Context: an optimization exercise on an open-source flow, tuned for small area, a short achievable clock period and few clock cycles. The choices shown serve that exercise and are no tape-out recipe. The RTL was checked by simulation tests, not by an equivalence proof against the original design. Power figures rest on the tool's default switching activity, not on a simulated workload.

**flow/run.sh**
```bash
#!/bin/bash
# synth_recipe.tcl (not shown) runs the flow's synth.tcl, then flattens the netlist and writes it again
# the make line also repeats each setting of config.mk as NAME=value (left out here)
make -C /OpenROAD-flow-scripts/flow DESIGN_CONFIG=/design/flow/config.mk WORK_HOME=/design/flow/orfs CLKGATE_MAP_FILE= SYNTH_SCRIPT=/design/flow/synth_recipe.tcl finish
```
**flow/config.mk**
```make
export PLATFORM = sky130hd
export DESIGN_NAME = ram_top
export DESIGN_NICKNAME = ram_top
export VERILOG_FILES = /design/flow/design.v
export SDC_FILE = /design/flow/constraint.sdc
export NUM_CORES = 4
export LEC_CHECK = 0
export CAP_MARGIN = 20
export CORE_MARGIN = 2
export CORE_UTILIZATION = 60
export CTS_BUF_LIST = sky130_fd_sc_hd__clkbuf_8
export SETUP_SLACK_MARGIN = 1.2
export SLEW_MARGIN = 20
export SYNTH_HIERARCHICAL = 1
export SYNTH_MINIMUM_KEEP_SIZE = 0
```
**flow/constraint.sdc**
```tcl
create_clock -name core_clock -period 4.0 [get_ports {RWCLK}]
set_input_delay 0.8000 -clock core_clock [delete_from_list [all_inputs] [get_ports {RWCLK}]]
set_output_delay 0.8000 -clock core_clock [all_outputs]
set_load 0.01 [all_outputs]
```
**flow/design.v**
```verilog
package ram_pkg;
    localparam logic [15:0] CLR_VALUE = 16'h3C3C;
endpackage
module ram_dp_core (
    input  logic        clk_i,
    input  logic [15:0] row_n,
    input  logic [15:0] col0_n,
    input  logic [15:0] col1_n,
    input  logic [15:0] wd_n_i,
    input  logic [15:0] rlo_n,
    input  logic [15:0] rhi_n,
    output logic [15:0] rd_n_o
);
    logic [15:0] mem_n_q [256];
    for (genvar w = 0; w < 256; w++) begin : g_word
        always_ff @(posedge clk_i) begin
            if (!(row_n[w % 16] | col0_n[w / 16])) mem_n_q[w][7:0]  <= wd_n_i[7:0];
            if (!(row_n[w % 16] | col1_n[w / 16])) mem_n_q[w][15:8] <= wd_n_i[15:8];
        end
    end
    logic [15:0] grp_n [16];
    for (genvar g = 0; g < 16; g++) begin : g_grp
        for (genvar b = 0; b < 16; b++) begin : g_bit
            logic [15:0] col;
            for (genvar r = 0; r < 16; r++) begin : g_col
                assign col[r] = mem_n_q[16*g + r][b];
            end
            ram_sel16 u_lo (.d_n_i(col), .s_n_i(rlo_n), .y_n_o(grp_n[g][b]));
        end
    end
    for (genvar b = 0; b < 16; b++) begin : g_out
        logic [15:0] col;
        for (genvar g = 0; g < 16; g++) begin : g_col
            assign col[g] = grp_n[g][b];
        end
        ram_sel16 u_hi (.d_n_i(col), .s_n_i(rhi_n), .y_n_o(rd_n_o[b]));
    end
endmodule
module ram_sel16 (
    input  logic [15:0] d_n_i,
    input  logic [15:0] s_n_i,
    output logic        y_n_o
);
    logic [7:0] hit;
    for (genvar k = 0; k < 8; k++) begin : g_pair
        ram_oai22 u_pair (
            .a1 (d_n_i[2*k]),   .a2 (s_n_i[2*k]),
            .b1 (d_n_i[2*k+1]), .b2 (s_n_i[2*k+1]),
            .y  (hit[k])
        );
    end
    assign y_n_o = ~|hit;
endmodule
module ram_oai22 (
    input  logic a1,
    input  logic a2,
    input  logic b1,
    input  logic b2,
    output logic y
);
    assign y = ~((a1 | a2) & (b1 | b2));
endmodule
module ram_dp_param_clr (
    input  logic        RWCLK,
    input  logic        RESET,
    input  logic        CLEAR,
    output logic        BUSY,
    input  logic        WEN,
    input  logic [1:0]  WBE,
    input  logic [7:0]  WADDR,
    input  logic [15:0] WD,
    input  logic        REN,
    input  logic [7:0]  RADDR,
    output logic [15:0] RD,
    output logic        RVALID
);
    logic [15:0] row_n_q, col0_n_q, col1_n_q;
    logic        clr_q;
    logic [15:0] wd_q;
    logic [15:0] rlo_n_q, rhi_n_q;
    logic        ren_q;
    logic [1:0]  byp_q;
    logic [15:0] rd_q;
    logic        rv_q;
    logic [15:0] core_wd_n, core_rd_n;
    logic        wsame;
    assign wsame = WEN & (WADDR == RADDR);
    always_ff @(posedge RWCLK or negedge RESET) begin
        if (!RESET) begin
            row_n_q  <= '0;
            col0_n_q <= '0;
            col1_n_q <= '0;
            clr_q    <= 1'b1;
            ren_q    <= 1'b0;
            rv_q     <= 1'b0;
        end else begin
            clr_q <= CLEAR;
            for (int k = 0; k < 16; k++) begin
                row_n_q[k]  <= ~(CLEAR | (WEN & (WADDR[3:0] == 4'(k))));
                col0_n_q[k] <= ~(CLEAR | (WBE[0] & (WADDR[7:4] == 4'(k))));
                col1_n_q[k] <= ~(CLEAR | (WBE[1] & (WADDR[7:4] == 4'(k))));
            end
            ren_q <= REN;
            rv_q  <= ren_q;
        end
    end
    always_ff @(posedge RWCLK) begin
        wd_q  <= WD;
        byp_q <= {wsame & WBE[1], wsame & WBE[0]};
        for (int k = 0; k < 16; k++) begin
            rlo_n_q[k] <= (RADDR[3:0] != 4'(k));
            rhi_n_q[k] <= (RADDR[7:4] != 4'(k));
        end
        for (int i = 0; i < 2; i++) begin
            rd_q[8*i +: 8] <= byp_q[i] ? wd_q[8*i +: 8] : ~core_rd_n[8*i +: 8];
        end
    end
    assign core_wd_n = ~(clr_q ? ram_pkg::CLR_VALUE : wd_q);
    ram_dp_core u_core (
        .clk_i  (RWCLK),
        .row_n  (row_n_q),
        .col0_n (col0_n_q),
        .col1_n (col1_n_q),
        .wd_n_i (core_wd_n),
        .rlo_n  (rlo_n_q),
        .rhi_n  (rhi_n_q),
        .rd_n_o (core_rd_n)
    );
    assign BUSY   = 1'b0;
    assign RD     = rd_q;
    assign RVALID = rv_q;
endmodule
module ram_top (
    input  logic        RWCLK,
    input  logic        RESET,
    input  logic        CLEAR,
    output logic        BUSY,
    input  logic        WEN,
    input  logic [1:0]  WBE,
    input  logic [7:0]  WADDR,
    input  logic [15:0] WD,
    input  logic        REN,
    input  logic [7:0]  RADDR,
    output logic [15:0] RD,
    output logic        RVALID
);
    ram_dp_param_clr u_ram (
        .RWCLK  (RWCLK),
        .RESET  (RESET),
        .CLEAR  (CLEAR),
        .BUSY   (BUSY),
        .WEN    (WEN),
        .WBE    (WBE),
        .WADDR  (WADDR),
        .WD     (WD),
        .REN    (REN),
        .RADDR  (RADDR),
        .RD     (RD),
        .RVALID (RVALID)
    );
endmodule
```
==> flow_summary_export.csv, run 1 <==
group,metric,value,unit
floorplan,initial_core_util,0.6030,
hold_path,holdCritPathClass,"input port to register",
place,place_area,155600,µm²
floorplan,die_w,501.1,µm
logic_synthesis,synth_edf_count,4096,
clocking,clkTransAtPathRegs,0.06,ns
sta,slew_headroom,-0.03776,
power_and_ir_drop,clockPowerShare,0.358,
detailed_routing,wirelength,479300,µm
detailed_routing,ant_nets,0,
cells_and_area,finalNonFillerCells,12940,
place,numPortBuffers,55,
logic_synthesis,seq_area_frac_synth,0.8470,
worst_setup_path,cp-end-kind,"register",
logic_synthesis,synth_ff_type,"edfxtp_1",
detailed_routing,first_iter_violations,15150,
floorplan,row_count,182,
detailed_routing,vias,91010,
sta,fin_crit,3.033,ns
sta,setup_viol,0,
sta,holdWs,0.09837,ns
worst_setup_path,critPathRequiredTime,4.96,ns
power_and_ir_drop,powerDensity,531.4,nW/µm²
clocking,clkLatencyLatePin,1.17,ns
flow_run,maxCapViolations,1,
logic_synthesis,synth.top_cells.by_area,"edfxtp_1 (83%), o22ai_1 (9.2%), or4_1 (2.8%)",
grt,grt-ovfl-total,0,
place,placed_cells,11470,
clocking,clk_path_buf_depth,4,
grt,track_usage,0.3590,
sta,clock_skew,0.07193,ns
logic_synthesis,ys_warn_count,11,
cells_and_area,layout.nets,9225,
floorplan,die_area,251100,µm²
worst_setup_path,worst_setup_path_start_kind,"register",
clocking,clock_sinks,4213,
detailed_routing,drc,0,
logic_synthesis,synth_seq_cells,4213,
worst_setup_path,crit_type,"register to register",
logic_synthesis,yosysTopAreaCell,"edfxtp_1",
logic_synthesis,avgSynthCellArea,18.46,µm²
logic_synthesis,syn_inst,8031,
power_and_ir_drop,p_leak,60.80,nW
power_and_ir_drop,p_sw_frac,0.2391,
detailed_routing,wire_per_inst,37.05,µm
place,place_congestion,0.8527,
logic_synthesis,synth_top_area_share,0.8294,
logic_synthesis,synth_cell_type_count,36,
cells_and_area,drive_gt1_frac,0.1860,
grt,grt_pass1_vias,85540,
sta,fin_tns_setup,0,ns
clocking,root_buffer,"clkbuf_8",
power_and_ir_drop,combPwrFrac,0.064,
sta,slew_viol_final,17,
sta,clock.fmax,0.3297,GHz
grt,grt_pass1_wl,631700,µm
worst_setup_path,worstPathArrival,4.00,ns
clocking,tritoncts,"built",
sta,min_period_over_period,0.7583,
cells_and_area,syn2layout_area_growth,17.95,%
sta,worst_pin_slew,1.555,ns
logic_synthesis,async_flop_share,0.01211,
sta,rsz0062_at_grt,"yes",
power_and_ir_drop,power_switching,0.02222,W
power_and_ir_drop,intPower,0.07073,W
grt,antenna_found_initial,29,
logic_synthesis,synth_area,148300,µm²
detailed_routing,viasPerCell,7.034,
cells_and_area,final_area,174900,µm²
clocking,numCtsBuffers,669,
floorplan,io_pins,57,
floorplan,dieHeight,501.1,µm
logic_synthesis,synth_fp_nets,8070,
place,hpwl,252300,µm
clocking,cts-htree-levels,6,
sta,hold_viol_final,0,
grt,grt_max_degree,221,
status,so.violations,"capacitance limit, slew limit",
floorplan,core_area,245900,µm²
status,outcome,"failed layout checks",
detailed_routing,drtPass1Iterations,6,
cells_and_area,fillers,15600,
power_and_ir_drop,power.share.sequential,0.577,
worst_setup_path,cp_max_fo,21,
power_and_ir_drop,peakVddDrop,0.0003693,V
==> flip-flops by register name (all words and copies together), names as in the netlist <==
signal,count
u_ram.wd_q,16
u_ram.col0_n_q,16
u_ram.rv_q,1
u_ram.rlo_n_q,16
u_ram.col1_n_q,16
u_ram.byp_q,2
u_ram.clr_q,1
u_ram.rd_q,16
u_ram.u_core.mem_n_q,4096
u_ram.rhi_n_q,16
u_ram.row_n_q,16
u_ram.ren_q,1
==> Yosys cell counts (2+ instances only) <==
cell	number
and3_1	3
a21oi_1	44
nor3b_1	2
xnor2_1	7
nand2b_1	8
edfxtp_1	4096
nand2_1	23
nand4_1	3
buf_2	11
nand3_1	12
or4_1	544
nor2_2	6
nor2_1	795
clkbuf_1	6
dfrtp_1	50
buf_1	2
nor4_1	2
a31oi_1	4
mux2i_1	15
o22ai_1	2176
buf_4	46
nor2b_1	11
buf_6	41
nor3_1	2
dfxtp_1	66
clkbuf_2	30
inv_1	17
==> final cells by class <==
| type | instances | area (µm²) | share of cell area |
|---|---|---|---|
| flip-flops and latches | 4213 | 125700 | 0.7188 |
| multi-input cells | 3667 | 23510 | 0.1344 |
| repair buffers | 618 | 9603 | 0.05490 |
| clock buffers | 695 | 9565 | 0.05469 |
| well taps | 3220 | 4029 | 0.02303 |
| clock inverters | 492 | 2376 | 0.01358 |
| inverters | 17 | 63.81 | 0.0003648 |
| diodes | 16 | 40.04 | 0.0002289 |
==> power by group through the flow <==
stage	logic, W	clock network, W	registers (W)
floorplan	0.00251	0	0.0540
global placement	0.00486	0	0.0544
detailed placement	0.00494	0	0.0545
CTS	0.00540	0.0334	0.0536
global route	0.00617	0.0353	0.0539
finish	0.00599	0.0333	0.0537
==> modules after synthesis (local to each module, per instance), excerpt <==
module	flops+latches	cell area [µm²]	copies in the design	cells
ram_dp_core	4096	125800	1	4720
ram_sel16	0	18.77	272	3
ram_oai22	0	6.256	2176	1
ram_dp_param_clr	117	3732	1	319
==> routing by layer <==
| metal | global-route usage | wire length [µm] | vias to the layer above |
|---|---|---|---|
| li1 | - | - | 36810 |
| met2 | 0.5518 | 220200 | 6705 |
| met4 | 0.1554 | 23170 | 10 |
| met5 | 0 | 67 | - |
| met1 | 0.5064 | 174100 | 46480 |
| met3 | 0.07333 | 61740 | 1001 |
==> placed cells by master (no fill, tap or decap), types with 18 or more instances in the layout <==
cell	n
clkbuf_8	695
buf_6	37
clkinv_2	49
o22ai_2	40
buf_4	234
dfxtp_1	44
dfrtp_1	34
clkdlybuf4s50_1	36
nor2_4	70
clkbuf_16	43
buf_8	21
or4_1	365
a21oi_1	44
edfxtp_1	4096
buf_16	91
or4_4	179
clkinv_1	142
dfxtp_4	18
nor2_2	101
nand2_1	23
o22ai_1	2124
buf_12	118
nor2_1	632
inv_1	274
bufbuf_16	20
==> worst paths after layout <==
check                                 start                  to  slack (ns)  cells after the start
max in group asynchronous             RESET    u_ram.row_n_q[2]        2.80                      2
min in group asynchronous             RESET  u_ram.col1_n_q[14]        0.40                      2
hold reg to reg                 u_ram.ren_q          u_ram.rv_q        0.33                      0
setup / recovery           u_ram.rlo_n_q[3]      u_ram.rd_q[10]        0.97                     10
setup reg to reg           u_ram.rlo_n_q[3]      u_ram.rd_q[10]        0.97                     10
hold / removal                        WD[3]       u_ram.wd_q[3]         0.1                      1
==> metrics by stage <==
| stage | worst slack, ns | power, W | utilization |
|---|---|---|---|
| after floorplan | 0.7554 | 0.05656 | - |
| after global placement | 0.4253 | 0.05923 | 0.6327 |
| after detailed placement | 0.4411 | 0.05944 | 0.6327 |
| after CTS | 0.9771 | 0.09239 | 0.6969 |
| after global routing | 0.9572 | 0.09538 | 0.7112 |
| final | 0.9667 | 0.09295 | 0.7112 |
==> critical path: stages (launching register included) <==
cell and delay, ns:
dfxtp_4 0.36, buf_12 0.18, buf_4 0.19, buf_16 0.21
o22ai_1 0.11, or4_1 0.57, nor2_1 0.25, o22ai_1 0.14
or4_4 0.63, nor2_2 0.14, mux2i_1 0.07
==> kinds of logic after synthesis <==
| family | Yosys count | synth area share |
|---|---|---|
| AOI/OAI and AO/OA | 2225 | 0.09349 |
| other | 1 | 0.00002529 |
| muxes | 15 | 0.001012 |
| buffers and inverters | 153 | 0.007459 |
| DFF | 4213 | 0.8470 |
| xor gates and xnor gates | 8 | 0.0005232 |
| and+or+nand+nor | 1416 | 0.05052 |
==> timing repair <==
item / 4_1_cts / 5_1_grt
resized for setup: 324 / 372
setup buffers: 89 / 78
hold endpoints to repair: 50 / 0
cloned: 55 / 46
pin swaps: 21 / 99
setup endpoints to repair: 275 / 16
hold buffers: 1 / 0
Testbench counts, summed over its fixed seeds: cycles 33,366.
==> run 2, diff against run 1 <==
--- a/flow/design.v
+++ b/flow/design.v
@@ -9,5 +9,5 @@
     input  logic [15:0] wd_n_i,
     input  logic [15:0] rlo_n,
-    input  logic [15:0] rhi_n,
+    input  logic [15:0] rhi_i,
     output logic [15:0] rd_n_o
 );
@@ -19,5 +19,5 @@
         end
     end
-    logic [15:0] grp_n [16];
+    logic [15:0] grp [16];
     for (genvar g = 0; g < 16; g++) begin : g_grp
         for (genvar b = 0; b < 16; b++) begin : g_bit
@@ -26,5 +26,5 @@
                 assign col[r] = mem_n_q[16*g + r][b];
             end
-            ram_sel16 u_lo (.d_n_i(col), .s_n_i(rlo_n), .y_n_o(grp_n[g][b]));
+            ram_sel16n u_lo (.d_n_i(col), .s_n_i(rlo_n), .y_o(grp[g][b]));
         end
     end
@@ -32,15 +32,16 @@
         logic [15:0] col;
         for (genvar g = 0; g < 16; g++) begin : g_col
-            assign col[g] = grp_n[g][b];
-        end
-        ram_sel16 u_hi (.d_n_i(col), .s_n_i(rhi_n), .y_n_o(rd_n_o[b]));
-    end
-endmodule
-module ram_sel16 (
+            assign col[g] = grp[g][b];
+        end
+        ram_sel16p u_hi (.d_i(col), .s_i(rhi_i), .y_n_o(rd_n_o[b]));
+    end
+endmodule
+module ram_sel16n (
     input  logic [15:0] d_n_i,
     input  logic [15:0] s_n_i,
-    output logic        y_n_o
+    output logic        y_o
 );
     logic [7:0] hit;
+    logic [3:0] hit2_n;
     for (genvar k = 0; k < 8; k++) begin : g_pair
         ram_oai22 u_pair (
@@ -50,5 +51,28 @@
         );
     end
-    assign y_n_o = ~|hit;
+    for (genvar k = 0; k < 4; k++) begin : g_or
+        ram_nor2 u_or (.a(hit[2*k]), .b(hit[2*k+1]), .y(hit2_n[k]));
+    end
+    ram_nand4 u_out (.a(hit2_n[0]), .b(hit2_n[1]), .c(hit2_n[2]), .d(hit2_n[3]), .y(y_o));
+endmodule
+module ram_sel16p (
+    input  logic [15:0] d_i,
+    input  logic [15:0] s_i,
+    output logic        y_n_o
+);
+    logic [7:0] hit_n;
+    logic [1:0] hit4;
+    for (genvar k = 0; k < 8; k++) begin : g_pair
+        ram_aoi22 u_pair (
+            .a1 (d_i[2*k]),   .a2 (s_i[2*k]),
+            .b1 (d_i[2*k+1]), .b2 (s_i[2*k+1]),
+            .y  (hit_n[k])
+        );
+    end
+    for (genvar k = 0; k < 2; k++) begin : g_or
+        ram_nand4 u_or (.a(hit_n[4*k]), .b(hit_n[4*k+1]), .c(hit_n[4*k+2]), .d(hit_n[4*k+3]),
+                        .y(hit4[k]));
+    end
+    ram_nor2 u_out (.a(hit4[0]), .b(hit4[1]), .y(y_n_o));
 endmodule
 module ram_oai22 (
@@ -60,4 +84,29 @@
 );
     assign y = ~((a1 | a2) & (b1 | b2));
+endmodule
+module ram_aoi22 (
+    input  logic a1,
+    input  logic a2,
+    input  logic b1,
+    input  logic b2,
+    output logic y
+);
+    assign y = ~((a1 & a2) | (b1 & b2));
+endmodule
+module ram_nor2 (
+    input  logic a,
+    input  logic b,
+    output logic y
+);
+    assign y = ~(a | b);
+endmodule
+module ram_nand4 (
+    input  logic a,
+    input  logic b,
+    input  logic c,
+    input  logic d,
+    output logic y
+);
+    assign y = ~(a & b & c & d);
 endmodule
 module ram_dp_param_clr (
@@ -78,5 +127,5 @@
     logic        clr_q;
     logic [15:0] wd_q;
-    logic [15:0] rlo_n_q, rhi_n_q;
+    logic [15:0] rlo_n_q, rhi_q;
     logic        ren_q;
     logic [1:0]  byp_q;
@@ -110,5 +159,5 @@
         for (int k = 0; k < 16; k++) begin
             rlo_n_q[k] <= (RADDR[3:0] != 4'(k));
-            rhi_n_q[k] <= (RADDR[7:4] != 4'(k));
+            rhi_q[k]   <= (RADDR[7:4] == 4'(k));
         end
         for (int i = 0; i < 2; i++) begin
@@ -124,5 +173,5 @@
         .wd_n_i (core_wd_n),
         .rlo_n  (rlo_n_q),
-        .rhi_n  (rhi_n_q),
+        .rhi_i  (rhi_q),
         .rd_n_o (core_rd_n)
     );
--- a/flow/config.mk
+++ b/flow/config.mk
@@ -9,6 +9,8 @@
 export CORE_MARGIN = 2
 export CORE_UTILIZATION = 60
-export CTS_BUF_LIST = sky130_fd_sc_hd__clkbuf_8
-export SETUP_SLACK_MARGIN = 1.2
+export CTS_BUF_LIST = sky130_fd_sc_hd__clkbuf_8 sky130_fd_sc_hd__clkbuf_16
+export CTS_CLUSTER_DIAMETER = 60
+export CTS_CLUSTER_SIZE = 24
+export SETUP_SLACK_MARGIN = 1.4
 export SLEW_MARGIN = 20
 export SYNTH_HIERARCHICAL = 1
==> run 2 against run 1 <==
Compared with the run above: the run now finishes clean; clock skew decreased by 0.037 ns; sequential power barely moved; maximum frequency increased by 4.9%; die area grew 0.92%; non-clock buffer count decreased by 51; register-to-register slack improved by 0.14 ns; synthesized area up 0.93%; wire length decreased by 1.9%; sequential share of layout area up 2.2 points; worst setup slack improved by 0.14 ns; critical path type unchanged.
==> flow_summary_export.csv, run 2 <==
group,metric,value,unit
worst_setup_path,worst_setup_path_start_kind,"register",
place,placed_cells,12040,
worst_setup_path,regToRegEndpoint,"u_ram.rd_q[14]",
worst_setup_path,critPathRequiredTime,4.77,ns
logic_synthesis,synth.top_cells.by_area,"edfxtp_1 (82%), o22ai_1 (8.6%), nor2_1 (3.9%)",
floorplan,core_area,248400,µm²
logic_synthesis,synth_fp_nets,8582,
logic_synthesis,synth_cell_type_count,34,
floorplan,dieHeight,503.4,µm
sta,rsz0062_at_grt,"yes",
place,hpwl,252100,µm
place,place_congestion,0.8536,
worst_setup_path,cp_max_fo,8,
sta,min_period_over_period,0.7229,
grt,grt_max_degree,153,
hold_path,hp-start,"CLEAR",
sta,worst_pin_slew,1.170,ns
floorplan,row_count,183,
clocking,clock_sinks,4213,
power_and_ir_drop,powerDensity,507.2,nW/µm²
detailed_routing,ant_nets,0,
sta,fin_tns_setup,0,ns
clocking,tritoncts,"built",
worst_setup_path,r2r_cells,11,
logic_synthesis,synth_edf_count,4096,
worst_setup_path,crit_type,"register to register",
grt,track_usage,0.3648,
logic_synthesis,yosys.cell_count.top_type,"edfxtp_1",
cells_and_area,layout_commonest_cell,"edfxtp_1",
floorplan,die_area,253500,µm²
grt,antenna_found_initial,30,
logic_synthesis,ys_warn_count,11,
sta,fin_crit,2.892,ns
status,outcome,"no timing/DRC/antenna violations",
place,place_ws,0.3130,ns
worst_setup_path,cp-end-kind,"register",
sta,slew_viol_final,0,
sta,clock.fmax,0.3458,GHz
worst_setup_path,r2r_setup_slack,1.11,ns
cells_and_area,layout.nets,9246,
place,numPortBuffers,55,
logic_synthesis,avgSynthCellArea,17.52,µm²
sta,hold_viol_final,0,
logic_synthesis,synth_ff_type,"edfxtp_1",
hold_path,hold_path_end,"u_ram.clr_q",
detailed_routing,viasPerCell,7.094,
power_and_ir_drop,p_leak,55.69,nW
logic_synthesis,yosysTopAreaCell,"edfxtp_1",
sta,setup_viol,0,
logic_synthesis,syn_inst,8543,
power_and_ir_drop,p_total,0.08614,W
cells_and_area,syn2layout_area_growth,13.47,%
clocking,cts-htree-levels,4,
detailed_routing,drc,0,
grt,grt_pass1_vias,82980,
detailed_routing,first_iter_violations,14440,
sta,clock_skew,0.03457,ns
detailed_routing,wirelength,470200,µm
cells_and_area,final_cell_mix,"edfxtp_1 (4096), o22ai_1 (2023), nor2_1 (1479)",
clocking,clkLatencyLatePin,0.93,ns
clocking,numCtsBuffers,226,
hold_path,hold_depth,1,
logic_synthesis,synth_area,149700,µm²
sta,holdWs,0.2836,ns
worst_setup_path,reg2reg_from,"u_ram.rlo_n_q[11]",
worst_setup_path,worstPathArrival,3.66,ns
cells_and_area,finalNonFillerCells,12740,
logic_synthesis,synth_seq_cells,4213,
flow_run,maxCapViolations,0,
cells_and_area,largest_register_ffs,4096,
cells_and_area,top_register,"u_ram.u_core.mem_n_q",
detailed_routing,vias,90400,
clocking,clkTransAtPathRegs,0.09,ns
hold_path,holdCritPathClass,"input port to register",
floorplan,initial_core_util,0.6025,
floorplan,io_pins,57,
detailed_routing,wire_per_inst,36.90,µm
logic_synthesis,synth_common_cells,"edfxtp_1 (4096), o22ai_1 (2048), nor2_1 (1570)",
clocking,root_buffer,"clkbuf_16",
logic_synthesis,synth_top_area_share,0.8218,
sta,setup_slack,1.108,ns
cells_and_area,drive_gt1_frac,0.1271,
clocking,clk_path_buf_depth,3,
power_and_ir_drop,peakVddDrop,0.0005313,V
grt,grt_pass1_wl,640600,µm
logic_synthesis,seq_area_frac_synth,0.8392,
grt,grt-ovfl-total,0,
detailed_routing,drtPass1Iterations,6,
logic_synthesis,async_flop_share,0.01211,
sta,slew_headroom,0.2202,
floorplan,die_w,503.4,µm
run 2: cell count changes after synthesis, sizes merged, moves of 3 or more:
cell	previous run	this run
nand3	13	7
o22ai	2176	2048
nand2b	8	12
nor2	801	1576
buf	100	97
clkbuf	36	39
nor2b	11	7
nor3	2	8
or4	544	0
nand4	3	290
a22oi	0	128
nand2	23	18
run 2: Yosys stat by module, one instance, submodules excluded, a selection:
module,copies in the design,cell area [µm²],cells inside,flops+latches
ram_nand4,288,6.256,1,0
ram_oai22,2048,6.256,1,0
ram_dp_param_clr,1,3710,319,117
ram_nor2,1040,3.754,1,0
ram_dp_core,1,125800,4720,4096
ram_aoi22,128,12.51,1,0
run 2: worst max-delay path by stage:
stage / start / depth (start not counted) / slack (ns) / to
after floorplan: u_ram.clr_q / 2 / 0.78 / u_ram.u_core.mem_n_q[0][10]
after global placement: RADDR[4] / 4 / 0.38 / u_ram.byp_q[0]
after detailed placement: RADDR[4] / 4 / 0.31 / u_ram.byp_q[0]
after CTS: u_ram.rlo_n_q[15] / 9 / 1.25 / u_ram.rd_q[1]
after global routing: u_ram.rlo_n_q[9] / 9 / 1.08 / u_ram.rd_q[15]
final: u_ram.rlo_n_q[11] / 11 / 1.11 / u_ram.rd_q[14]
run 2: what timing repair did:
action                                  in CTS  in global routing
buffers inserted                           157                 33
endpoints found under the setup margin    1654                 57
endpoints found under the hold margin        2                  0
pin swaps                                  146                128
gates resized for setup                    281                 88
cloned                                      66                 10
hold buffers                                 1                  0
run 2: kinds of logic after synthesis:
family / after synthesis / synth area share
simple gates: 1930 / 0.05405
buf+inv: 151 / 0.007281
xor+xnor: 8 / 0.0005685
other cells: 1 / 0.00002506
compound gates: 2227 / 0.09804
mux: 13 / 0.0008694
flops: 4213 / 0.8392
run 2: cell type report:
| class | instances | area, µm² |
|---|---|---|
| well taps | 3330 | 4167 |
| flip-flops and latches | 4213 | 125700 |
| repair buffers | 567 | 8437 |
| clock buffers | 238 | 5866 |
| diodes | 26 | 65.06 |
| clock inverters | 171 | 1868 |
| inverters | 15 | 56.30 |
| fillers | 16410 | 78600 |
| multi-input cells | 4184 | 23630 |
run 2: routing by layer:
layer,track usage,vias up,part of all wire
li1,-,36590,-
met1,0.5332,46960,0.38
met2,0.5578,6065,0.46
met3,0.07393,780,0.13
met4,0.1214,6,0.039
met5,0,-,0.000074
run 2: critical path, stage by stage, from the launching register on:
cell,delay [ns]
dfxtp_4,0.47
buf_4,0.15
buf_6,0.09
buf_12,0.15
buf_16,0.17
o22ai_1,0.12
nor2_2,0.21
nand4_1,0.30
a22oi_2,0.25
nand4_1,0.39
nor2_1,0.29
mux2i_1,0.13
run 2: stage by stage:
step,utilization,cell area (µm²)
detailed placement,0.6300,156500
floorplan,-,149800
global route,0.6835,169800
CTS,0.6800,168900
global placement,0.6299,156500
finish,0.6836,169800
run 2: where the power goes:
part | total [W] | switching (W) | internal [W]
Sequential | 0.0535 | 0.00136 | 0.0522
Clock | 0.0270 | 0.0145 | 0.0125
Combinational | 0.00560 | 0.00418 | 0.00142
Total | 0.0861 | 0.0200 | 0.0661
Testbench counts of run 2, summed over its fixed seeds: cycles 33,366.
==> run 3, diff against run 2 <==
--- a/flow/design.v
+++ b/flow/design.v
@@ -20,4 +20,5 @@
     end
     logic [15:0] grp [16];
+    logic [15:0] grp_q [16];
     for (genvar g = 0; g < 16; g++) begin : g_grp
         for (genvar b = 0; b < 16; b++) begin : g_bit
@@ -29,8 +30,11 @@
         end
     end
+    always_ff @(posedge clk_i) begin
+        for (int g = 0; g < 16; g++) grp_q[g] <= grp[g];
+    end
     for (genvar b = 0; b < 16; b++) begin : g_out
         logic [15:0] col;
         for (genvar g = 0; g < 16; g++) begin : g_col
-            assign col[g] = grp[g][b];
+            assign col[g] = grp_q[g][b];
         end
         ram_sel16p u_hi (.d_i(col), .s_i(rhi_i), .y_n_o(rd_n_o[b]));
@@ -128,11 +132,15 @@
     logic [15:0] wd_q;
     logic [15:0] rlo_n_q, rhi_q;
-    logic        ren_q;
-    logic [1:0]  byp_q;
+    logic        ren_q, ren2_q;
+    logic [1:0]  byp2_q;
+    logic [15:0] rhi2_q, wd2_q;
     logic [15:0] rd_q;
     logic        rv_q;
+    logic        wen_q;
+    logic [1:0]  wbe_q;
+    logic [7:0]  waddr_q, raddr_q;
     logic [15:0] core_wd_n, core_rd_n;
     logic        wsame;
-    assign wsame = WEN & (WADDR == RADDR);
+    assign wsame = wen_q & (waddr_q == raddr_q);
     always_ff @(posedge RWCLK or negedge RESET) begin
         if (!RESET) begin
@@ -142,4 +150,5 @@
             clr_q    <= 1'b1;
             ren_q    <= 1'b0;
+            ren2_q   <= 1'b0;
             rv_q     <= 1'b0;
         end else begin
@@ -150,17 +159,24 @@
                 col1_n_q[k] <= ~(CLEAR | (WBE[1] & (WADDR[7:4] == 4'(k))));
             end
-            ren_q <= REN;
-            rv_q  <= ren_q;
+            ren_q  <= REN;
+            ren2_q <= ren_q;
+            rv_q   <= ren2_q;
         end
     end
     always_ff @(posedge RWCLK) begin
         wd_q  <= WD;
-        byp_q <= {wsame & WBE[1], wsame & WBE[0]};
+        wen_q   <= WEN;
+        wbe_q   <= WBE;
+        waddr_q <= WADDR;
+        raddr_q <= RADDR;
         for (int k = 0; k < 16; k++) begin
             rlo_n_q[k] <= (RADDR[3:0] != 4'(k));
             rhi_q[k]   <= (RADDR[7:4] == 4'(k));
         end
+        byp2_q <= {wsame & wbe_q[1], wsame & wbe_q[0]};
+        wd2_q  <= wd_q;
+        rhi2_q <= rhi_q;
         for (int i = 0; i < 2; i++) begin
-            rd_q[8*i +: 8] <= byp_q[i] ? wd_q[8*i +: 8] : ~core_rd_n[8*i +: 8];
+            rd_q[8*i +: 8] <= byp2_q[i] ? wd2_q[8*i +: 8] : ~core_rd_n[8*i +: 8];
         end
     end
@@ -173,5 +189,5 @@
         .wd_n_i (core_wd_n),
         .rlo_n  (rlo_n_q),
-        .rhi_i  (rhi_q),
+        .rhi_i  (rhi2_q),
         .rd_n_o (core_rd_n)
     );
--- a/flow/config.mk
+++ b/flow/config.mk
@@ -12,5 +12,5 @@
 export CTS_CLUSTER_DIAMETER = 60
 export CTS_CLUSTER_SIZE = 24
-export SETUP_SLACK_MARGIN = 1.4
+export SETUP_SLACK_MARGIN = 1.6
 export SLEW_MARGIN = 20
 export SYNTH_HIERARCHICAL = 1
==> run 3 against run 2 <==
Compared with the run above: sequential power increased by 7.3%; clock power grew 12%; die area increased by 4.0%; largest cell class unchanged; first-iteration DRC count is 23% lower; count of clock-buffer cells in the layout is 61 higher; sequential cell count is 308 higher; worst setup slack improved by 0.47 ns; critical endpoint is now u_ram.u_core.mem_n_q[154][2].
==> flow_summary_export.csv, run 3 <==
group,metric,value,unit
power_and_ir_drop,powerDensity,537.1,nW/µm²
clocking,cts-htree-levels,5,
logic_synthesis,async_flop_share,0.01150,
detailed_routing,wirelength,420600,µm
place,hpwl,247100,µm
logic_synthesis,syn_inst,8843,
place,placed_cells,12390,
worst_setup_path,slowest_delay,0.87,ns
power_and_ir_drop,p_leak,55.85,nW
floorplan,io_pins,57,
sta,slew_headroom,0.2478,
floorplan,initial_core_util,0.6016,
worst_setup_path,worstPathArrival,2.96,ns
floorplan,die_w,513.4,µm
cells_and_area,largest_register_ffs,4096,
place,place_congestion,0.8952,
cells_and_area,finalNonFillerCells,12900,
floorplan,die_area,263500,µm²
detailed_routing,viasPerCell,6.756,
sta,min_period_over_period,0.6045,
cells_and_area,final_cell_mix,"edfxtp_1 (4096), o22ai_1 (2048), nor2_1 (1549)",
logic_synthesis,yosysTopAreaCell,"edfxtp_1",
logic_synthesis,synth_seq_cells,4521,
sta,rsz0062_at_grt,"yes",
logic_synthesis,synth_edf_count,4096,
cells_and_area,layout.nets,9315,
grt,grt_pass1_wl,591100,µm
floorplan,core_area,258800,µm²
sta,hold_viol_final,0,
cells_and_area,fillers,17580,
worst_setup_path,cp_max_fo,26,
floorplan,dieHeight,513.4,µm
sta,fin_tns_setup,0,ns
clocking,clk_path_buf_depth,4,
cells_and_area,drive_gt1_frac,0.09113,
grt,grt_pass1_vias,82370,
logic_synthesis,yosys.cell_count.top_type,"edfxtp_1",
flow_run,maxCapViolations,0,
grt,grt-ovfl-total,0,
place,numPortBuffers,55,
detailed_routing,wire_per_inst,32.61,µm
sta,clock_skew,0.04511,ns
sta,fin_crit,2.418,ns
sta,setup_viol,0,
logic_synthesis,ys_warn_count,13,
clocking,root_buffer,"clkbuf_16",
logic_synthesis,synth_top_area_share,0.7901,
logic_synthesis,synth_area,155700,µm²
logic_synthesis,synth_cell_type_count,32,
cells_and_area,layout_commonest_cell,"edfxtp_1",
detailed_routing,drtPass1Iterations,6,
sta,slew_viol_final,0,
clocking,clkLatencyLatePin,0.94,ns
cells_and_area,top_register,"u_ram.u_core.mem_n_q",
detailed_routing,first_iter_violations,11130,
grt,grt_max_degree,257,
status,outcome,"no timing/DRC/antenna violations",
logic_synthesis,synth_common_cells,"edfxtp_1 (4096), o22ai_1 (2048), nor2_1 (1567)",
grt,antenna_found_initial,20,
worst_setup_path,crit_slowest_cell,"dfrtp_4",
hold_path,holdCritPathClass,"input port to register",
cells_and_area,syn2layout_area_growth,10.33,%
floorplan,row_count,187,
worst_setup_path,worst_setup_path_start_kind,"register",
clocking,numCtsBuffers,277,
worst_setup_path,critPathRequiredTime,4.54,ns
detailed_routing,vias,87130,
sta,clock.fmax,0.4136,GHz
grt,track_usage,0.3146,
clocking,clkTransAtPathRegs,0.09,ns
cells_and_area,top_regs,"u_ram.u_core.mem_n_q x4096, u_ram.u_core.grp_q x256",
power_and_ir_drop,peakVddDrop,0.0004920,V
logic_synthesis,synth_ff_type,"edfxtp_1",
detailed_routing,ant_nets,0,
worst_setup_path,cp-end-kind,"register",
logic_synthesis,synth_fp_nets,8882,
sta,worst_pin_slew,1.128,ns
clocking,clock_sinks,4521,
clocking,tritoncts,"built",
detailed_routing,drc,0,
logic_synthesis,synth.top_cells.by_area,"edfxtp_1 (79%), o22ai_1 (8.2%), dfxtp_1 (4.8%)",
logic_synthesis,avgSynthCellArea,17.60,µm²
worst_setup_path,cp_cell_sequence,"buf_4 -> nor2_1",
logic_synthesis,seq_area_frac_synth,0.8465,
worst_setup_path,crit_type,"register to register",
==> run 3: changes by cell type after synthesis, sizes merged, moves of 2 or more <==
| cell | delta |
|---|---|
| a21oi | -6 |
| dfxtp | +307 |
| nand2 | +12 |
| clkbuf | -5 |
| nor3 | -2 |
| inv | -13 |
| and3b | +2 |
| o21ai | +13 |
| a41oi | +2 |
| buf | -5 |
| nor2 | +2 |
| mux2i | -13 |
| a31oi | +4 |
==> run 3: final timing paths <==
kind,start,end,slack [ns],depth (start not counted)
min reg2reg,u_ram.rhi_q[4],u_ram.rhi2_q[4],0.34,0
min in group asynchronous,RESET,u_ram.rv_q,0.43,2
max,u_ram.row_n_q[10],u_ram.u_core.mem_n_q[154][2],1.58,2
max in group asynchronous,RESET,u_ram.col0_n_q[15],2.97,2
min,WD[9],u_ram.wd_q[9],0.30,1
max reg2reg,u_ram.row_n_q[10],u_ram.u_core.mem_n_q[154][2],1.58,2
==> run 3: cells by family (layout without fill, tap and decap cells) <==
| logic type | count (synthesis) | in the layout | synth area share |
|---|---|---|---|
| AOI/OAI and AO/OA | 2240 | 2240 | 0.09476 |
| xor gates and xnor gates | 8 | 8 | 0.0004501 |
| other | 1 | 15 | 0.00002409 |
| buffers and inverters | 128 | 758 | 0.005851 |
| DFF | 4521 | 4521 | 0.8465 |
| and+or+nand+nor | 1945 | 1953 | 0.05246 |
==> run 3: final cells by class <==
type,instances,area [µm²],share of cell area
Sequential cell,4521,131900,0.7679
Multi-Input combinational cell,4202,23220,0.1352
Clock buffer,299,7313,0.04258
Tap cell,3402,4257,0.02478
Timing Repair Buffer,272,3322,0.01934
Clock inverter,185,1703,0.009915
Antenna cell,14,35.03,0.0002040
Inverter,2,7.507,0.00004371
==> run 3: per-module statistics from Yosys (local to each module, per instance), excerpt <==
module	flip-flops and latches	times used	cells
ram_nor2	0	1040	1
ram_aoi22	0	128	1
ram_dp_param_clr	169	1	363
ram_oai22	0	2048	1
ram_nand4	0	288	1
ram_dp_core	4352	1	4976
==> run 3: where the power goes <==
group	internal, W	switching, W
clock	0.0146	0.0156
sequential	0.0557	0.00172
combinational	0.00114	0.00352
==> run 3: critical path, delay by kind of cell, from the launching register on <==
kind / cells / cell delay, ns
DFF: 1 / 0.87
and+or+nand+nor: 1 / 0.65
buffers and inverters: 1 / 0.43
==> run 3: metrics by stage <==
stage	util	cell area [µm²]	setup WS [ns]	hold WS [ns]	total power, W
after detailed placement	0.6281	162500	1.193	0.3147	0.06307
after floorplan	-	155800	0.8118	0.3096	0.06031
final	0.6637	171700	1.582	0.3035	0.09225
after CTS	0.6633	171600	1.595	0.2409	0.09251
after global routing	0.6636	171700	1.597	0.2597	0.09469
after global placement	0.6280	162500	1.253	0.3128	0.06281
==> run 3: timing repair <==
item	CTS	global route
setup endpoints to repair	1536	326
hold endpoints to repair	51	0
resized for setup	31	11
cloned	8	0
setup buffers	0	1
hold buffers	1	0
==> run 3: layer usage <==
layer	track usage	vias to the layer above	wire length (µm)
met1	0.4642	45250	171200
met5	0	-	9
met2	0.4883	4226	197400
met3	0.04459	610	36070
li1	-	37040	-
met4	0.1109	2	15870
Testbench counts of run 3, summed over its fixed seeds: cycles 33,374.
==> run 4, diff against run 3 <==
==> flow/flow/run.sh (new file) <==
#!/bin/bash
# Layout: the standard flow (standard.sh, unchanged synthesis), with
# two resizer options changed:
#  - port buffers are buf_4 instead of the flow's default choice (a slow
#    delay buffer), so input and output paths are not slowed by them;
#  - repair_timing may swap a cell for one of another footprint.
# The make output goes to standard.log; ORFS's own per-step logs stay under
# orfs/logs/.
set -euo pipefail
bash standard.sh MATCH_CELL_FOOTPRINT=0 \
    "BUFFER_PORTS_ARGS=-buffer_cell sky130_fd_sc_hd__buf_4" \
    finish > standard.log 2>&1
==> flow/standard.sh (new file) <==
#!/bin/bash
# synth_recipe.tcl (not shown) runs the flow's synth.tcl, then flattens the netlist and writes it again
# the make line also repeats each setting of config.mk as NAME=value (left out here)
make -C /OpenROAD-flow-scripts/flow DESIGN_CONFIG=/design/flow/config.mk WORK_HOME=/design/flow/orfs CLKGATE_MAP_FILE= SYNTH_SCRIPT=/design/flow/synth_recipe.tcl "${@:-finish}"
removed: flow/run.sh
==> run 4 against run 3 <==
Compared with the run above: power down 0.24%; utilization is 0.12 points lower; still clean; final cell count is essentially flat; global-route usage fell by 0.74 points; highest routed layer is now met4; design area decreased by 0.17%; first-iteration DRC count rose by 3.9%; via count fell by 0.60%; worst hold slack lost 0.20 ns; wire length is 1.9% lower; largest cell class unchanged.
==> flow_summary_export.csv, run 4 <==
group,metric,value,unit
status,outcome,"no timing/DRC/antenna violations",
cells_and_area,drive_gt1_frac,0.09125,
sta,setup_viol,0,
logic_synthesis,ys_warn_count,13,
cells_and_area,top_register,"u_ram.u_core.mem_n_q",
sta,fin_tns_setup,0,ns
floorplan,die_w,513.4,µm
logic_synthesis,synth_seq_cells,4521,
logic_synthesis,synth_top_area_share,0.7901,
clocking,clkTransAtPathRegs,0.09,ns
worst_setup_path,worstPathArrival,3.19,ns
detailed_routing,viasPerCell,6.720,
sta,rsz0062_at_grt,"yes",
power_and_ir_drop,p_leak,55.79,nW
sta,slew_viol_final,0,
floorplan,die_area,263500,µm²
floorplan,dieHeight,513.4,µm
detailed_routing,first_iter_violations,11560,
detailed_routing,ant_nets,0,
floorplan,initial_core_util,0.6016,
logic_synthesis,syn_inst,8843,
logic_synthesis,synth_ff_type,"edfxtp_1",
worst_setup_path,r2r_cells,3,
sta,slew_headroom,0.2184,
cells_and_area,top_regs,"u_ram.u_core.mem_n_q x4096, u_ram.u_core.grp_q x256",
worst_setup_path,crit_type,"register to register",
worst_setup_path,critPathRequiredTime,4.75,ns
detailed_routing,wire_per_inst,32.02,µm
floorplan,core_area,258800,µm²
logic_synthesis,synth_cell_type_count,32,
floorplan,row_count,187,
worst_setup_path,regToRegEndpoint,"u_ram.u_core.mem_n_q[176][12]",
sta,clock_skew,0.06704,ns
hold_path,holdCritPathClass,"input port to register",
cells_and_area,largest_register_ffs,4096,
logic_synthesis,yosys.cell_count.top_type,"edfxtp_1",
worst_setup_path,crit_slowest_cell,"nor2_4",
logic_synthesis,synth_edf_count,4096,
logic_synthesis,synth.top_cells.by_area,"edfxtp_1 (79%), o22ai_1 (8.2%), dfxtp_1 (4.8%)",
clocking,clock_sinks,4521,
clocking,numCtsBuffers,277,
grt,track_usage,0.3072,
detailed_routing,drc,0,
worst_setup_path,slowest_delay,0.89,ns
flow_run,maxCapViolations,0,
grt,grt-ovfl-total,0,
clocking,root_buffer,"clkbuf_16",
grt,grt_pass1_wl,579600,µm
place,placed_cells,12350,
clocking,cts-htree-levels,5,
clocking,clkLatencyLatePin,0.98,ns
place,place_congestion,0.8760,
grt,grt_pass1_vias,82250,
grt,grt_max_degree,229,
cells_and_area,finalNonFillerCells,12890,
floorplan,io_pins,57,
sta,min_period_over_period,0.6100,
place,numPortBuffers,55,
worst_setup_path,r2r_setup_slack,1.56,ns
worst_setup_path,cp_cell_sequence,"buf_12 -> nor2_4 -> buf_4",
power_and_ir_drop,peakVddDrop,0.0005034,V
logic_synthesis,synth_fp_nets,8882,
sta,clock.fmax,0.4098,GHz
sta,worst_pin_slew,1.172,ns
sta,fin_crit,2.440,ns
clocking,tritoncts,"built",
worst_setup_path,cp_max_fo,24,
worst_setup_path,worst_setup_path_start_kind,"register",
power_and_ir_drop,p_total,0.09203,W
logic_synthesis,synth_common_cells,"edfxtp_1 (4096), o22ai_1 (2048), nor2_1 (1567)",
detailed_routing,wirelength,412700,µm
power_and_ir_drop,powerDensity,536.8,nW/µm²
cells_and_area,final_cell_mix,"edfxtp_1 (4096), o22ai_1 (2048), nor2_1 (1555)",
logic_synthesis,synth_area,155700,µm²
hold_path,hp-start,"WADDR[6]",
place,hpwl,240900,µm
detailed_routing,drtPass1Iterations,6,
grt,antenna_found_initial,13,
worst_setup_path,reg2reg_from,"u_ram.clr_q",
logic_synthesis,yosysTopAreaCell,"edfxtp_1",
logic_synthesis,seq_area_frac_synth,0.8465,
cells_and_area,layout_commonest_cell,"edfxtp_1",
logic_synthesis,async_flop_share,0.01150,
cells_and_area,syn2layout_area_growth,10.14,%
logic_synthesis,avgSynthCellArea,17.60,µm²
cells_and_area,layout.nets,9313,
detailed_routing,vias,86610,
hold_path,hold_path_end,"u_ram.waddr_q[6]",
hold_path,hold_depth,1,
sta,hold_viol_final,0,
worst_setup_path,cp-end-kind,"register",
cells_and_area,post-route-util,0.6625,
clocking,clk_path_buf_depth,4,
-- run 4: cells by family after synthesis --
group | count (synthesis) | share of synthesized area
compound gates | 2240 | 0.09476
simple gates | 1945 | 0.05246
buf+inv | 128 | 0.005851
xor+xnor | 8 | 0.0004501
other cells | 1 | 0.00002409
flops | 4521 | 0.8465
-- run 4: layout make-up --
type / count / area, µm²
Antenna cell: 6 / 15.01
Clock inverter: 195 / 1770
Tap cell: 3402 / 4257
Inverter: 2 / 7.507
Timing Repair Buffer: 273 / 3153
Multi-Input combinational cell: 4199 / 23170
Fill cell: 17570 / 87330
Sequential cell: 4521 / 131900
Clock buffer: 289 / 7187
-- run 4: worst max-delay path by stage --
| stage | cells past startpoint | start | slack (ns) | to |
|---|---|---|---|---|
| floorplan | 2 | u_ram.clr_q | 0.81 | u_ram.u_core.mem_n_q[0][10] |
| global placement | 2 | u_ram.clr_q | 1.27 | u_ram.u_core.mem_n_q[38][15] |
| detailed placement | 2 | u_ram.clr_q | 1.22 | u_ram.u_core.mem_n_q[38][15] |
| CTS | 2 | u_ram.clr_q | 1.43 | u_ram.u_core.mem_n_q[10][6] |
| global route | 3 | u_ram.clr_q | 1.55 | u_ram.u_core.mem_n_q[160][12] |
| finish | 3 | u_ram.clr_q | 1.56 | u_ram.u_core.mem_n_q[176][12] |
-- run 4: modules after synthesis (local to each module, per instance), a selection --
module	copies in the design	cells	flops+latches	area (µm²)
ram_aoi22	128	1	0	12.51
ram_dp_core	1	4976	4352	130900
ram_dp_param_clr	1	363	169	4646
ram_nand4	288	1	0	6.256
ram_nor2	1040	1	0	3.754
ram_oai22	2048	1	0	6.256
-- run 4: where the power goes --
group | switching [W] | internal [W]
registers | 0.00177 | 0.0557
clock network | 0.0157 | 0.0143
logic | 0.00343 | 0.00113
-- run 4: worst max-delay path, delay by kind of cell, from the launching register on --
kind | cells | cell delay, ns
buffers and inverters | 2 | 0.65
flip-flops | 1 | 0.64
AND/OR/NAND/NOR | 1 | 0.89
-- run 4: metal layers --
metal  track usage  up-vias  share of wire
met5             0        -              0
met1        0.4535    45040           0.41
met4       0.08896        0          0.031
li1              -    37040              -
met3       0.04588      545          0.087
met2        0.4834     3983           0.47
-- run 4: per-stage QoR --
step | hold slack, ns | area, µm² | setup WS (ns)
floorplan | 0.3096 | 155800 | 0.8118
global placement | 0.3146 | 162000 | 1.273
detailed placement | 0.3121 | 162000 | 1.223
CTS | 0.02850 | 171300 | 1.431
global route | 0.04350 | 171400 | 1.548
finish | 0.1016 | 171400 | 1.560
-- run 4: what timing repair did --
action                                  in CTS  in global routing
buffers inserted                             0                  3
endpoints found under the hold margin       84                  0
pin swaps                                    1                  1
gates resized for setup                      7                  4
cloned                                       2                  3
endpoints found under the setup margin    2150               1208
hold buffers                                34                  0
==> run 5, diff against run 4 <==
--- a/flow/design.v
+++ b/flow/design.v
@@ -129,6 +129,5 @@
 );
     logic [15:0] row_n_q, col0_n_q, col1_n_q;
-    logic        clr_q;
-    logic [15:0] wd_q;
+    logic [15:0] wd_q, wd_n_q;
     logic [15:0] rlo_n_q, rhi_q;
     logic        ren_q, ren2_q;
@@ -140,5 +139,5 @@
     logic [1:0]  wbe_q;
     logic [7:0]  waddr_q, raddr_q;
-    logic [15:0] core_wd_n, core_rd_n;
+    logic [15:0] core_rd_n;
     logic        wsame;
     assign wsame = wen_q & (waddr_q == raddr_q);
@@ -148,10 +147,10 @@
             col0_n_q <= '0;
             col1_n_q <= '0;
-            clr_q    <= 1'b1;
+            wd_n_q   <= ~ram_pkg::CLR_VALUE;
             ren_q    <= 1'b0;
             ren2_q   <= 1'b0;
             rv_q     <= 1'b0;
         end else begin
-            clr_q <= CLEAR;
+            wd_n_q <= ~(CLEAR ? ram_pkg::CLR_VALUE : WD);
             for (int k = 0; k < 16; k++) begin
                 row_n_q[k]  <= ~(CLEAR | (WEN & (WADDR[3:0] == 4'(k))));
@@ -165,5 +164,5 @@
     end
     always_ff @(posedge RWCLK) begin
-        wd_q  <= WD;
+        wd_q   <= WD;
         wen_q   <= WEN;
         wbe_q   <= WBE;
@@ -181,5 +180,4 @@
         end
     end
-    assign core_wd_n = ~(clr_q ? ram_pkg::CLR_VALUE : wd_q);
     ram_dp_core u_core (
         .clk_i  (RWCLK),
@@ -187,5 +185,5 @@
         .col0_n (col0_n_q),
         .col1_n (col1_n_q),
-        .wd_n_i (core_wd_n),
+        .wd_n_i (wd_n_q),
         .rlo_n  (rlo_n_q),
         .rhi_i  (rhi2_q),
--- a/flow/config.mk
+++ b/flow/config.mk
@@ -12,5 +12,5 @@
 export CTS_CLUSTER_DIAMETER = 60
 export CTS_CLUSTER_SIZE = 24
-export SETUP_SLACK_MARGIN = 1.6
+export SETUP_SLACK_MARGIN = 1.9
 export SLEW_MARGIN = 20
 export SYNTH_HIERARCHICAL = 1
==> run 5 against run 4 <==
Compared with the run above: final cell count increased by 0.51%; utilization increased by 0.40 points; clock skew decreased by 0.026 ns; synthesized cell count increased by 0.17%; critical endpoint is now RD[4]; count of clock-buffer cells in the layout decreased by 17; via count increased by 3.0%; still clean on timing, DRC and antenna; worst hold slack got worse by 0.053 ns; worst setup slack improved by 0.18 ns.
==> flow_summary_export.csv, run 5 <==
group,metric,value,unit
sta,worst_pin_slew,1.246,ns
clocking,tritoncts,"built",
sta,fin_crit,2.257,ns
grt,grt_pass1_wl,617200,µm
detailed_routing,vias,89230,
logic_synthesis,yosys.cell_count.top_type,"edfxtp_1",
clocking,clkLatencyLatePin,0.95,ns
detailed_routing,wirelength,448000,µm
worst_setup_path,path_delay_family,"flip-flops",
grt,grt_max_degree,177,
hold_path,holdCritPathClass,"input port to register",
logic_synthesis,synth_fp_nets,8897,
logic_synthesis,ys_warn_count,13,
clocking,clkTransAtPathRegs,0.09,ns
floorplan,core_area,259000,µm²
detailed_routing,viasPerCell,6.889,
logic_synthesis,avgSynthCellArea,17.61,µm²
grt,grt-ovfl-total,0,
flow_run,maxCapViolations,0,
cells_and_area,top_regs,"u_ram.u_core.mem_n_q x4096, u_ram.u_core.grp_q x256",
power_and_ir_drop,p_leak,56.07,nW
place,hpwl,261200,µm
sta,slew_headroom,0.1693,
cells_and_area,largest_register_ffs,4096,
detailed_routing,ant_nets,0,
grt,grt_pass1_vias,82670,
cells_and_area,final_cell_mix,"edfxtp_1 (4096), o22ai_1 (2048), nor2_1 (1408)",
worst_setup_path,cp_max_fo,1,
grt,antenna_found_initial,21,
cells_and_area,syn2layout_area_growth,10.65,%
detailed_routing,first_iter_violations,12290,
logic_synthesis,async_flop_share,0.01477,
logic_synthesis,synth_ff_type,"edfxtp_1",
worst_setup_path,cp-end-kind,"output port",
worst_setup_path,crit_type,"register to output port",
logic_synthesis,seq_area_frac_synth,0.8470,
sta,min_period_over_period,0.5642,
floorplan,row_count,187,
clocking,clock_sinks,4536,
logic_synthesis,yosysTopAreaCell,"edfxtp_1",
logic_synthesis,synth_edf_count,4096,
logic_synthesis,synth_area,156000,µm²
worst_setup_path,critPathRequiredTime,3.20,ns
sta,clock_skew,0.04094,ns
place,numPortBuffers,55,
logic_synthesis,synth_common_cells,"edfxtp_1 (4096), o22ai_1 (2048), nor2_1 (1566)",
clocking,root_buffer,"clkbuf_16",
sta,setup_viol,0,
worst_setup_path,crit_slowest_cell,"dfxtp_4",
floorplan,initial_core_util,0.6024,
detailed_routing,drc,0,
detailed_routing,drtPass1Iterations,6,
clocking,cts-htree-levels,4,
power_and_ir_drop,peakVddDrop,0.0005236,V
logic_synthesis,synth_cell_type_count,33,
cells_and_area,top_register,"u_ram.u_core.mem_n_q",
sta,clock.fmax,0.4431,GHz
place,placed_cells,12400,
cells_and_area,finalNonFillerCells,12950,
cells_and_area,drive_gt1_frac,0.1135,
sta,rsz0062_at_grt,"yes",
cells_and_area,layout.nets,9366,
floorplan,io_pins,57,
sta,fin_tns_setup,0,ns
status,outcome,"no timing/DRC/antenna violations",
clocking,numCtsBuffers,247,
sta,hold_viol_final,0,
worst_setup_path,slowest_delay,0.41,ns
cells_and_area,fillers,17460,
place,place_congestion,0.8548,
grt,track_usage,0.3308,
worst_setup_path,worst_setup_path_start_kind,"register",
worst_setup_path,cp_num_buf_inv,1,
clocking,clk_path_buf_depth,4,
logic_synthesis,synth.top_cells.by_area,"edfxtp_1 (79%), o22ai_1 (8.2%), dfxtp_1 (4.8%)",
worst_setup_path,worstPathArrival,1.46,ns
logic_synthesis,synth_top_area_share,0.7883,
floorplan,die_area,264100,µm²
cells_and_area,layout_commonest_cell,"edfxtp_1",
logic_synthesis,synth_seq_cells,4536,
sta,slew_viol_final,0,
floorplan,dieHeight,513.9,µm
logic_synthesis,syn_inst,8858,
worst_setup_path,cp_cell_sequence,"buf_6",
power_and_ir_drop,powerDensity,530.5,nW/µm²
detailed_routing,wire_per_inst,34.58,µm
floorplan,die_w,513.9,µm
[run 5: cell count changes in the layout (fill, tap and decap cells not counted), sizes merged, moves of 6 or more]
cell         previous run  this run
dfstp                   1         8
inv                    98       114
diode                   6        15
dlygate4sd3            34        25
clkinvlp               17        11
dfrtp                  51        59
clkbuf                289       275
clkinv                 71        43
a21oi                  38        44
buf                   239       317
bufinv                 11        20
[run 5: logic make-up (layout without fill, tap and decap cells)]
| group | Yosys count | count (layout) | share of synthesized area |
|---|---|---|---|
| AND/OR/NAND/NOR | 1947 | 1947 | 0.05240 |
| flip-flops | 4536 | 4536 | 0.8470 |
| other | 1 | 16 | 0.00002403 |
| XOR/XNOR | 5 | 5 | 0.0002807 |
| AO/OA/AOI/OAI | 2242 | 2242 | 0.09459 |
| buffers and inverters | 127 | 805 | 0.005734 |
[run 5: Yosys stat by module, one instance, submodules excluded, excerpt]
module / cells / area [µm²]
ram_aoi22: 1 / 12.51
ram_dp_core: 4976 / 130900
ram_nand4: 1 / 6.256
ram_nor2: 1 / 3.754
ram_oai22: 1 / 6.256
ram_dp_param_clr: 378 / 5002
[run 5: area by class of cell]
class / count / area, µm² / share of cell area
antenna: 15 / 37.54 / 0.0002174
clock inverter: 186 / 1703 / 0.009863
inverter: 2 / 7.507 / 0.00004348
timing repair buffer: 345 / 4170 / 0.02415
clock buffer: 272 / 6671 / 0.03864
tap: 3402 / 4257 / 0.02465
multi-input combinational: 4195 / 23410 / 0.1356
sequential: 4536 / 132400 / 0.7668
[run 5: what timing repair did]
action                                  in CTS  in global routing
endpoints found under the setup margin    1288                443
endpoints found under the hold margin       70                  0
setup buffers                               25                 26
cloned                                       2                  1
resized for setup                          182                 42
pin swaps                                    8                  0
hold buffers                                25                  0
[run 5: path summary, 6_finish.rpt]
kind / cells after the start / end / startpoint / slack, ns
min in group asynchronous: 2 / u_ram.wd_n_q[5] / RESET / 0.48
max in group asynchronous: 3 / u_ram.col0_n_q[14] / RESET / 2.71
max reg2reg: 4 / u_ram.rd_q[1] / u_ram.rhi2_q[10] / 1.79
min reg2reg: 0 / u_ram.rhi2_q[11] / u_ram.rhi_q[11] / 0.33
min: 1 / u_ram.waddr_q[7] / WADDR[7] / 0.05
max: 1 / RD[4] / u_ram.rd_q[4] / 1.74
[run 5: metrics by stage]
stage	hold slack, ns	worst slack [ns]	total power, W	utilization	instance area, µm²
floorplan	0.3096	1.362	0.06041	-	156100
global placement	0.3104	1.211	0.06319	0.6274	162500
detailed placement	0.3121	1.409	0.06340	0.6274	162500
CTS	0.002980	1.681	0.09165	0.6643	172100
global route	0.03138	1.710	0.09387	0.6665	172600
finish	0.04873	1.743	0.09159	0.6666	172700
[run 5: per-layer routing]
metal,GRT usage,part of all wire
met4,0.08957,0.031
met5,0,0.00030
met1,0.4991,0.40
met3,0.04787,0.10
met2,0.5135,0.47
[run 5: power by group]
part | internal, W | switching (W) | total [W]
clock network | 0.0136 | 0.0153 | 0.0289
logic | 0.00122 | 0.00364 | 0.00486
registers | 0.0559 | 0.00194 | 0.0578
Testbench counts of run 5, summed over its fixed seeds: cycles 33,374.
==> run 6, diff against run 5 <==
--- a/flow/config.mk
+++ b/flow/config.mk
@@ -8,5 +8,5 @@
 export CAP_MARGIN = 20
 export CORE_MARGIN = 2
-export CORE_UTILIZATION = 60
+export CORE_UTILIZATION = 70
 export CTS_BUF_LIST = sky130_fd_sc_hd__clkbuf_8 sky130_fd_sc_hd__clkbuf_16
 export CTS_CLUSTER_DIAMETER = 60
==> run 6 against run 5 <==
Compared with the run above: first-iteration DRC count increased by 8.1%; sequential cell count unchanged; sequential share of layout area increased by 1.2 points; critical endpoint is now RD[1]; largest power group unchanged; worst hold slack worse by 0.0049 ns; count of clock-buffer cells in the layout fell by 17; highest routed layer unchanged; sequential power hardly changed; design area shrank 1.6%; critical path depth is the same; power decreased by 3.9%; wire length shrank 6.6%.
==> flow_summary_export.csv, run 6 <==
group,metric,value,unit
cells_and_area,post-route-util,0.7656,
cells_and_area,final_area,169900,µm²
clocking,clk_path_buf_depth,3,
cells_and_area,top_register,"u_ram.u_core.mem_n_q",
worst_setup_path,r2r_cells,2,
sta,clock.fmax,0.4389,GHz
grt,grt_pass1_vias,83570,
logic_synthesis,yosys.cell_count.top_type,"edfxtp_1",
logic_synthesis,avgSynthCellArea,17.61,µm²
sta,rsz0062_at_grt,"yes",
sta,clock_skew,0.02769,ns
clocking,clkLatencyLatePin,0.93,ns
floorplan,io_pins,57,
power_and_ir_drop,combPwrFrac,0.051,
sta,min_period_over_period,0.5696,
logic_synthesis,synth_top_area_share,0.7883,
logic_synthesis,synth_fp_nets,8897,
cells_and_area,largest_register_ffs,4096,
power_and_ir_drop,power.share.sequential,0.659,
place,place_area,161600,µm²
logic_synthesis,seq_area_frac_synth,0.8470,
power_and_ir_drop,p_leak,55.20,nW
grt,grt-ovfl-total,0,
clocking,numCtsBuffers,220,
sta,worst_pin_slew,1.210,ns
detailed_routing,ant_nets,0,
logic_synthesis,async_flop_share,0.01477,
place,place_congestion,0.9281,
power_and_ir_drop,peakVddDrop,0.0005546,V
detailed_routing,first_iter_violations,13280,
logic_synthesis,ys_warn_count,13,
detailed_routing,wirelength,418300,µm
worst_setup_path,crit_type,"register to output port",
detailed_routing,viasPerCell,7.140,
clocking,root_buffer,"clkbuf_16",
cells_and_area,layout_commonest_cell,"edfxtp_1",
grt,track_usage,0.3602,
floorplan,core_area,221900,µm²
cells_and_area,final_cell_mix,"edfxtp_1 (4096), o22ai_1 (2048), nor2_1 (1430)",
logic_synthesis,synth_common_cells,"edfxtp_1 (4096), o22ai_1 (2048), nor2_1 (1566)",
worst_setup_path,worst_setup_path_start_kind,"register",
floorplan,die_w,476.1,µm
worst_setup_path,cp_cell_sequence,"buf_6",
floorplan,die_area,226700,µm²
floorplan,row_count,173,
detailed_routing,drtPass1Iterations,6,
power_and_ir_drop,p_sw_frac,0.2233,
worst_setup_path,critPathRequiredTime,3.20,ns
logic_synthesis,synth_ff_type,"edfxtp_1",
power_and_ir_drop,power_switching,0.01965,W
sta,slew_headroom,0.1931,
place,hpwl,245800,µm
grt,antenna_found_initial,16,
logic_synthesis,synth_area,156000,µm²
cells_and_area,drive_gt1_frac,0.09623,
worst_setup_path,reg2reg_from,"u_ram.row_n_q[1]",
worst_setup_path,slowest_delay,0.44,ns
grt,grt_pass1_wl,585700,µm
hold_path,hp-start,"WD[0]",
worst_setup_path,cp-end-kind,"output port",
cells_and_area,top_regs,"u_ram.u_core.mem_n_q x4096, u_ram.u_core.grp_q x256",
floorplan,initial_core_util,0.7032,
hold_path,hold_depth,1,
sta,fin_crit,2.278,ns
logic_synthesis,synth_seq_cells,4536,
logic_synthesis,syn_inst,8858,
floorplan,dieHeight,476.1,µm
logic_synthesis,yosysTopAreaCell,"edfxtp_1",
sta,hold_viol_final,0,
sta,fin_tns_setup,0,ns
logic_synthesis,synth_edf_count,4096,
detailed_routing,drc,0,
flow_run,maxCapViolations,0,
clocking,tritoncts,"built",
worst_setup_path,worstPathArrival,1.48,ns
cells_and_area,syn2layout_area_growth,8.873,%
power_and_ir_drop,intPower,0.06834,W
power_and_ir_drop,p_total,0.08799,W
logic_synthesis,synth.top_cells.by_area,"edfxtp_1 (79%), o22ai_1 (8.2%), dfxtp_1 (4.8%)",
place,placed_cells,11930,
grt,grt_max_degree,155,
clocking,clkTransAtPathRegs,0.09,ns
logic_synthesis,synth_cell_type_count,33,
worst_setup_path,path_delay_family,"flip-flops",
clocking,cts-htree-levels,4,
sta,setup_viol,0,
cells_and_area,finalNonFillerCells,12410,
sta,slew_viol_final,0,
detailed_routing,vias,88590,
detailed_routing,wire_per_inst,33.71,µm
power_and_ir_drop,clockPowerShare,0.290,
hold_path,holdCritPathClass,"input port to register",
clocking,clock_sinks,4536,
worst_setup_path,cp_num_buf_inv,1,
worst_setup_path,path_depth,1,
worst_setup_path,cp-startpoint,"u_ram.rd_q[1]",
power_and_ir_drop,powerDensity,518.0,nW/µm²
worst_setup_path,crit_slowest_cell,"dfxtp_4",
status,outcome,"no timing/DRC/antenna violations",
cells_and_area,layout.nets,9266,
worst_setup_path,cp_max_fo,1,
place,numPortBuffers,55,
run 6: timing repair:
action	in CTS	in global routing
endpoints found under the setup margin	790	579
pin swaps	3	3
gates resized for setup	122	57
hold buffers	22	0
hold endpoints to repair	58	0
setup buffers	10	22
run 6: worst paths after layout:
check / endpoint / slack [ns]
max in group asynchronous: u_ram.wd_n_q[7] / 2.63
min in group asynchronous: u_ram.col0_n_q[7] / 0.52
min reg2reg: u_ram.wd2_q[7] / 0.32
min: u_ram.wd_q[0] / 0.04
max: RD[1] / 1.72
max reg2reg: u_ram.u_core.mem_n_q[177][10] / 1.78
run 6: kinds of logic (layout without fill, tap and decap cells):
group           after synthesis  count (layout)  share of synthesized area
other cells                   1               8                 0.00002403
flops                      4536            4536                     0.8470
simple gates               1947            1947                    0.05240
buf+inv                     127             694                   0.005734
xor+xnor                      5               5                  0.0002807
compound gates             2242            2242                    0.09459
run 6: power by group through the flow:
stage | Clock, W | Combinational (W) | Sequential, W
global route | 0.0272 | 0.00473 | 0.0582
floorplan | 0 | 0.00211 | 0.0583
detailed placement | 0 | 0.00419 | 0.0590
global placement | 0 | 0.00408 | 0.0588
finish | 0.0255 | 0.00449 | 0.0580
CTS | 0.0255 | 0.00432 | 0.0579
run 6: Yosys stat by module, one instance, submodules excluded, excerpt:
| module | copies in the design | flops+latches |
|---|---|---|
| ram_nor2 | 1040 | 0 |
| ram_aoi22 | 128 | 0 |
| ram_dp_core | 1 | 4352 |
| ram_dp_param_clr | 1 | 184 |
| ram_nand4 | 288 | 0 |
| ram_oai22 | 2048 | 0 |
run 6: per-layer routing:
metal / part of all wire / vias up / GRT usage / wire length [µm]
met2: 0.48 / 6012 / 0.5640 / 199100
met5: 0.00011 / - / 0 / 46
li1: - / 36840 / - / -
met1: 0.36 / 44930 / 0.5093 / 149100
met4: 0.053 / 6 / 0.1662 / 22360
met3: 0.11 / 806 / 0.05902 / 47690
run 6: cell type report:
class | instances | area [µm²]
diodes | 7 | 17.52
clock buffers | 255 | 6122
clock inverters | 165 | 902.1
fillers | 12410 | 52000
inverters | 2 | 7.507
multi-input cells | 4195 | 23330
flip-flops and latches | 4536 | 132400
well taps | 2975 | 3722
repair buffers | 272 | 3390
run 6: through the flow:
step           setup WS, ns  hold WS [ns]
2_1_floorplan         1.362        0.3096
3_3_place_gp          1.373        0.3101
3_5_place_dp          1.707        0.3120
4_1_cts               1.681      0.001641
5_1_grt               1.702       0.01750
6_report              1.722       0.04384

-- port drivers added, routing unchanged --
The flow's constraints put no driver on any port. The routed layouts listed below were extracted and timed again, unchanged, in two steps.
Step 1 sets driving cells, clkbuf_16 on the clock port and buf_2 on the other inputs (assumed; they add their load-dependent delay and slew).
Step 2 moves the port delays by t, midway between the first and last clock arrival at a register: inputs arrive t later, outputs are due t later. That takes back most of the time a late clock gives input paths.
Three values: no drivers, after step 1, after step 2; two values: the first two.
run	shift t [ns]	setup slack, ns	hold WS [ns]	clock arrival spread, ns	worst data-port slew with drivers (ns)
run 1	1.221	0.967 / 0.967 / 0.909	0.098 / 0.032 / 0.331	0.078 / 0.078	0.27
run 2	1.012	1.108 / 1.108 / 0.369	0.284 / 0.211 / 0.357	0.046 / 0.046	0.31
run 3	1.020	1.582 / 1.567 / 1.322	0.304 / 0.224 / 0.339	0.053 / 0.053	0.16
run 4	1.046	1.560 / 1.560 / 1.088	0.102 / 0.032 / 0.333	0.071 / 0.071	0.17
run 5	1.034	1.743 / 1.643 / 1.127	0.049 / 0.002 / 0.326	0.059 / 0.059	0.22
run 6	1.021	1.722 / 1.615 / 1.435	0.044 / -0.036 / 0.325	0.038 / 0.038	0.19
For run 2, which loses most, drivers alone change the setup slack by 0.000 ns; drivers and shift together by -0.739 ns.
